Source: an optimization exercise on an open RTL-to-GDS flow (aim: small area, a short achievable clock period and few clock cycles per item). Production flows keep margins and buffers that such runs may drop. In this exercise RTL edits were held to simulation tests only and were not proved equivalent to the original. Power is estimated from default activity; no workload was simulated.

// signed_int_to_radix_digits
module signed_int_to_radix_digits #(
  parameter int MAX_BASE = sirdig_pkg::MAX_BASE_DEF
) (
  input  logic                                  clk,
  input  logic                                  rst_n,
  input  logic                                  start,
  output logic                                  busy,
  input  logic signed [sirdig_pkg::VAL_W-1:0]   in_value,
  output logic                                  out_strobe,
  output logic [sirdig_pkg::CHAR_W-1:0]         out_character,
  output logic                                  out_last,
  input  logic                                  psel,
  input  logic                                  penable,
  input  logic                                  pwrite,
  input  logic [sirdig_pkg::CFG_ADDR_W-1:0]     paddr,
  input  logic [sirdig_pkg::CFG_DATA_W-1:0]     pwdata,
  output logic [sirdig_pkg::CFG_DATA_W-1:0]     prdata,
  output logic                                  pready
);
Settings: LEC_CHECK=0, ABC_AREA=1, CAP_MARGIN=20, CORE_MARGIN=2, CORE_UTILIZATION=40, SETUP_SLACK_MARGIN=3.5, SLEW_MARGIN=20; clock period 8.0 ns.
run.sh (not shown) runs the stock make flow with config.mk's settings and CLKGATE_MAP_FILE= SYNTH_SCRIPT=/design/flow/synth_recipe.tcl, a recipe that flattens the netlist after the stock synthesis.
Testbench counts at the start, summed over its fixed seeds: cycles 30,436, items 3,078.
Change:
--- a/flow/design.v
+++ b/flow/design.v
@@ -744,42 +744,32 @@
                                                   : sirdig_pkg::VAL_W'(in_value);
     end
   end
   logic [5:0]  icnt_r;        
   logic [5:0]  occ_r;         
   logic [2:0]  push_p, cmp_p, pop_p;    
   logic        issue, istart;
   logic        i_last;
   logic [5:0]  nde;
+  logic [5:0]  bl;
+  logic [sirdig_pkg::VAL_W-1:0] xsel;
   logic [1:0][5:0] xd_r;      
   logic [1:0]      xdv_r;     
   logic            nw_r;      
   logic            nwp_r;     
-  logic [5:0]      bly_r;     
-  logic            pw_r;      
   logic [5:0]      ndw;
-  always_ff @(posedge clk) begin
-    logic [sirdig_pkg::VAL_W-1:0] y, sm;
-    logic [5:0] b;
-    y = in_value[sirdig_pkg::VAL_W-1] ? sirdig_pkg::VAL_W'(~in_value) : sirdig_pkg::VAL_W'(in_value);
-    b = '0;
+  always_comb begin
+    xsel = xm_r[nwp_r];
+    bl   = '0;
     for (int i = 0; i < sirdig_pkg::VAL_W; i++) begin
-      if (y[i]) b = 6'(i + 1);
-    end
-    sm[sirdig_pkg::VAL_W-1] = y[sirdig_pkg::VAL_W-1];
-    for (int i = sirdig_pkg::VAL_W - 2; i >= 0; i--) begin
-      sm[i] = sm[i+1] | y[i];
+      if (xsel[i]) bl = 6'(i + 1);
     end
-    bly_r <= b;
-    pw_r  <= in_value[sirdig_pkg::VAL_W-1] && (sm == y);
-  end
-  always_comb begin
-    ndw = sirdig_pkg::nd_est(len_r, bly_r + 6'(pw_r));
+    ndw = sirdig_pkg::nd_est(len_r, bl);
     nde = xd_r[rd_p];
   end
   always_ff @(posedge clk) begin
     if (nw_r) xd_r[nwp_r] <= ndw;
     nwp_r <= wr_p;
   end
   always_comb begin
     logic room;
     room   = (occ_r < 6'(NSLOT));
=> The changed run ran to the end with no violations; total power went down by 5.0%; clock power falls by 7.5%; routed wire length came out higher by 1.1%; worst setup slack gets worse by 230 ps; fmax fell by 4.9%; sequential share of layout area went up by 0.32 points; clock-buffer cell count is lower by 9; via count fell by 1.1%; first-iteration DRC count increases by 15%; critical path depth increases by 15.
Testbench counts after the change, summed over its fixed seeds: cycles 30,436, items 3,078.

========
Another version of the RTL of signed_int_to_radix_digits (not shown whole).
Size in the first run: about 5000 cells after synthesis, about 590 flip-flops, about 180 I/O pins, ~38000 µm² of cells after synthesis.
Settings: LEC_CHECK=0, ABC_AREA=1, CAP_MARGIN=20, CORE_MARGIN=2, CORE_UTILIZATION=40, CTS_BUF_LIST=sky130_fd_sc_hd__clkbuf_4 sky130_fd_sc_hd__clkbuf_8, SETUP_SLACK_MARGIN=3.5, SLEW_MARGIN=20; clock period 8.0 ns.
The starting point completed without violations.
Testbench counts at the start, summed over its fixed seeds: cycles 29,403, items 3,078.
Next try:
--- a/flow/design.v
+++ b/flow/design.v
@@ -690,34 +690,32 @@
       endcase
     end
   end
   always_comb begin
     case (paddr[4:3])
       sirdig_pkg::REG_BASE_LEN:  prdata = {{(sirdig_pkg::CFG_DATA_W-sirdig_pkg::LEN_W){1'b0}}, len_r};
       sirdig_pkg::REG_ALPH_LOW:  prdata = alow_r;
       sirdig_pkg::REG_ALPH_HIGH: prdata = ahigh_r;
       default:       prdata = '0;
     endcase
   end
-  logic [3:0] k0_r, k1_r, k0p_r, k1p_r, dlt_r;
+  logic [3:0] k0_r, k1_r, dlt_r;
   logic       odd_r, m2_r, m4_r;
   always_ff @(posedge clk) begin
     logic [4:0] beff;
     logic [4:0] dl;
     beff  = ((len_r == 5'd2) || (len_r == 5'd4)) ? 5'd16 : len_r;
     dl    = (5'd16 - beff) >> 1;
     dlt_r <= dl[3:0];
     k0_r  <= 4'(5'd0 - dl);
     k1_r  <= 4'(5'd0 - dl - beff);
-    k0p_r <= 4'(5'd1 - dl);
-    k1p_r <= 4'(5'd1 - dl - beff);
     odd_r <= beff[0];
     m2_r  <= (len_r == 5'd2);
     m4_r  <= (len_r == 5'd4);
   end
   logic             chk_done, chk_ok;
   logic [DIG_W-1:0] chk_row;
   logic [3:0]       alph_sel;
   logic [sirdig_pkg::CHAR_W-1:0] alph_char;
   assign alph_char = alph[alph_sel];
   sirdig_achk #(.MAX_BASE(MAX_BASE)) u_achk (
     .clk      (clk),
@@ -815,24 +813,24 @@
       .pre_first ((s == 0) ? pre0 : (s == 1) ? istart : (sv[(s < 2) ? 0 : s-2] && sf[(s < 2) ? 0 : s-2])),
       .pre_tag   ((s == 0) ? rd_nx : (s == 1) ? rd_p : st[(s < 2) ? 0 : s-2]),
       .pre_new   ((s == 0) ? (accept && (wr_p == rd_nx)) : 1'b0),
       .xnew      (yin[sirdig_pkg::VAL_W-1-CW*s -: CW]),
       .tag_in    ((s == 0) ? rd_p   : st[(s == 0) ? 0 : s-1]),
       .last_in   ((s == 0) ? i_last : sl[(s == 0) ? 0 : s-1]),
       .u_in      ((s == 0) ? dlt_r  : su[(s == 0) ? 0 : s-1]),
       .xa        (xm_r[0][sirdig_pkg::VAL_W-1-CW*s -: CW]),
       .xb        (xm_r[1][sirdig_pkg::VAL_W-1-CW*s -: CW]),
       .k0        (k0_r),
       .k1        (k1_r),
-      .k0p       (k0p_r),
-      .k1p       (k1p_r),
+      .k0p       (k0_r + 4'd1),
+      .k1p       (k1_r + 4'd1),
       .odd       (odd_r),
       .v_out     (sv[s]),
       .first_out (sf[s]),
       .tag_out   (st[s]),
       .last_out  (sl[s]),
       .u_out     (su[s])
     );
   end
   assign x_free[0] = sv[NS-2] && sf[NS-2] && !st[NS-2];
   assign x_free[1] = sv[NS-2] && sf[NS-2] &&  st[NS-2];
   logic [3:0]       d_neg;
@@ -844,23 +842,22 @@
   logic          wspur;
   assign wdig  = su[NS-1] - dlt_r;
   assign wspur = sl[NS-1] && !sf[NS-1] && (su[NS-1] == dlt_r);    
   always_ff @(posedge clk) begin
     if (sv[NS-1] && !wspur) begin
       slot_r[wp_r] <= wdig;
     end
   end
   logic          act_r, sgn_r;
   logic [SW-1:0] rp_r, bp_r, nbase_r;
   logic [1:0]    sub_r;
-  logic [SW-1:0] curn_r;
   logic [3:0]    rdig, idx;
   logic          r_lastbeat, item_end, ready, load, byp;
   logic [SW-1:0] ltop, lcnt, wtop;
   logic [1:0]    lsub;
   logic [1:0]    wsub;
   logic [5:0]    freed;
   logic          esgn;      
   logic [SW-1:0] skipn_r;
   logic          fb;        
   logic          fneg, fsingle;
   logic [3:0]    idx0;
@@ -881,23 +878,23 @@
   always_comb begin
     if (m2_r)      idx = {3'b0, rdig[sub_r]};
     else if (m4_r) idx = {2'b0, sub_r[0] ? rdig[3:2] : rdig[1:0]};
     else           idx = rdig;
     if (m2_r)      wsub = wdig[3] ? 2'd3 : wdig[2] ? 2'd2 : wdig[1] ? 2'd1 : 2'd0;
     else if (m4_r) wsub = (wdig[3:2] != 2'd0) ? 2'd1 : 2'd0;
     else           wsub = 2'd0;
     if (m2_r)      idx0 = {3'b0, wdig[wsub]};
     else if (m4_r) idx0 = {2'b0, wsub[0] ? wdig[3:2] : wdig[1:0]};
     else           idx0 = wdig;
     alph_sel = !chk_done ? chk_row : (fb ? idx0 : idx);
-    freed = item_end ? 6'(curn_r) : 6'd0;
+    freed = item_end ? {1'b0, nbase_r - bp_r} : 6'd0;    
   end
   logic                  out_strobe_r;
   logic [sirdig_pkg::CHAR_W-1:0] out_character_r;
   logic                  out_last_r;
   assign flush_n = rst_n && !cfg_wr;
   always_ff @(posedge clk) begin
     if (!flush_n) begin
       xf_r    <= '0;
       xs_r    <= '0;
       wr_p    <= 1'b0;
       rd_p    <= 1'b0;
@@ -965,23 +962,22 @@
       end
       if (item_end) act_r <= 1'b0;
       if (load) begin
         pop_p   <= pop_p + 3'd1;
         nbase_r <= ltop + SW'(1);
         if (chk_ok) begin
           act_r  <= 1'b1;
           sgn_r  <= d_neg[pop_p[1:0]];
           rp_r   <= ltop;
           bp_r   <= nbase_r;
           sub_r  <= lsub;
-          curn_r <= lcnt;
         end
         if (fb) begin
           sgn_r <= 1'b0;
           if (!fneg) begin
             if (fsingle) begin
               act_r   <= 1'b0;
             end else if (lsub != 2'd0) begin
               sub_r <= lsub - 2'd1;
             end else begin
               rp_r  <= ltop - SW'(1);
               sub_r <= m2_r ? 2'd3 : (m4_r ? 2'd1 : 2'd0);
The changed run completed with no timing, DRC or antenna violations.
First-iteration DRC count climbs by 7.9%.
Clock skew drops by 13 ps.
Flip-flop and latch count drops by 12.
Synthesized area stays flat.
Core utilization climbs by 0.90 points.
Critical path depth climbs by 1.
Sequential power drops by 5.9%.
Wire length climbs by 2.3%.
Total power drops by 1.4%.
Design area climbs by 1.9%.
Testbench counts after the change, summed over its fixed seeds: cycles 29,403, items 3,078.

[re-timing with driven ports]
Ports are ideal in the flow. The routed layouts listed here were re-timed in OpenROAD.
Step 1 assumes that a clkbuf_16 drives the clock port and a buf_2 every other input.
Step 2, shift: input delay + t, output delay - t, t = (earliest + latest rising clock arrival at the registers) / 2. This alone moves slack from input paths to output paths.
Three values: no drivers, after step 1, after step 2; two values: the first two.
| run | shift t [ns] | setup slack, ns | worst register clock-pin slew, ns | worst slew at a driven data input, ns | cell pins on the clock port's net |
|---|---|---|---|---|---|
| the first run of note 1 | 0.699 | 3.586 / 3.556 / 3.162 | 0.07 / 0.07 | 0.07 | 1 |
| the second run of note 1 | 0.670 | 3.360 / 3.360 / 3.135 | 0.07 / 0.07 | 0.09 | 1 |
| the first run of note 2 | 0.794 | 3.535 / 3.494 / 3.193 | 0.07 / 0.07 | 0.09 | 1 |
| the second run of note 2 | 0.821 | 3.553 / 3.529 / 3.094 | 0.07 / 0.07 | 0.07 | 1 |
After both steps setup and hold are still met in every run listed. The setup slack of the second run of note 2, which loses most, moves by -0.024 ns with the drivers and by -0.459 ns with both steps.
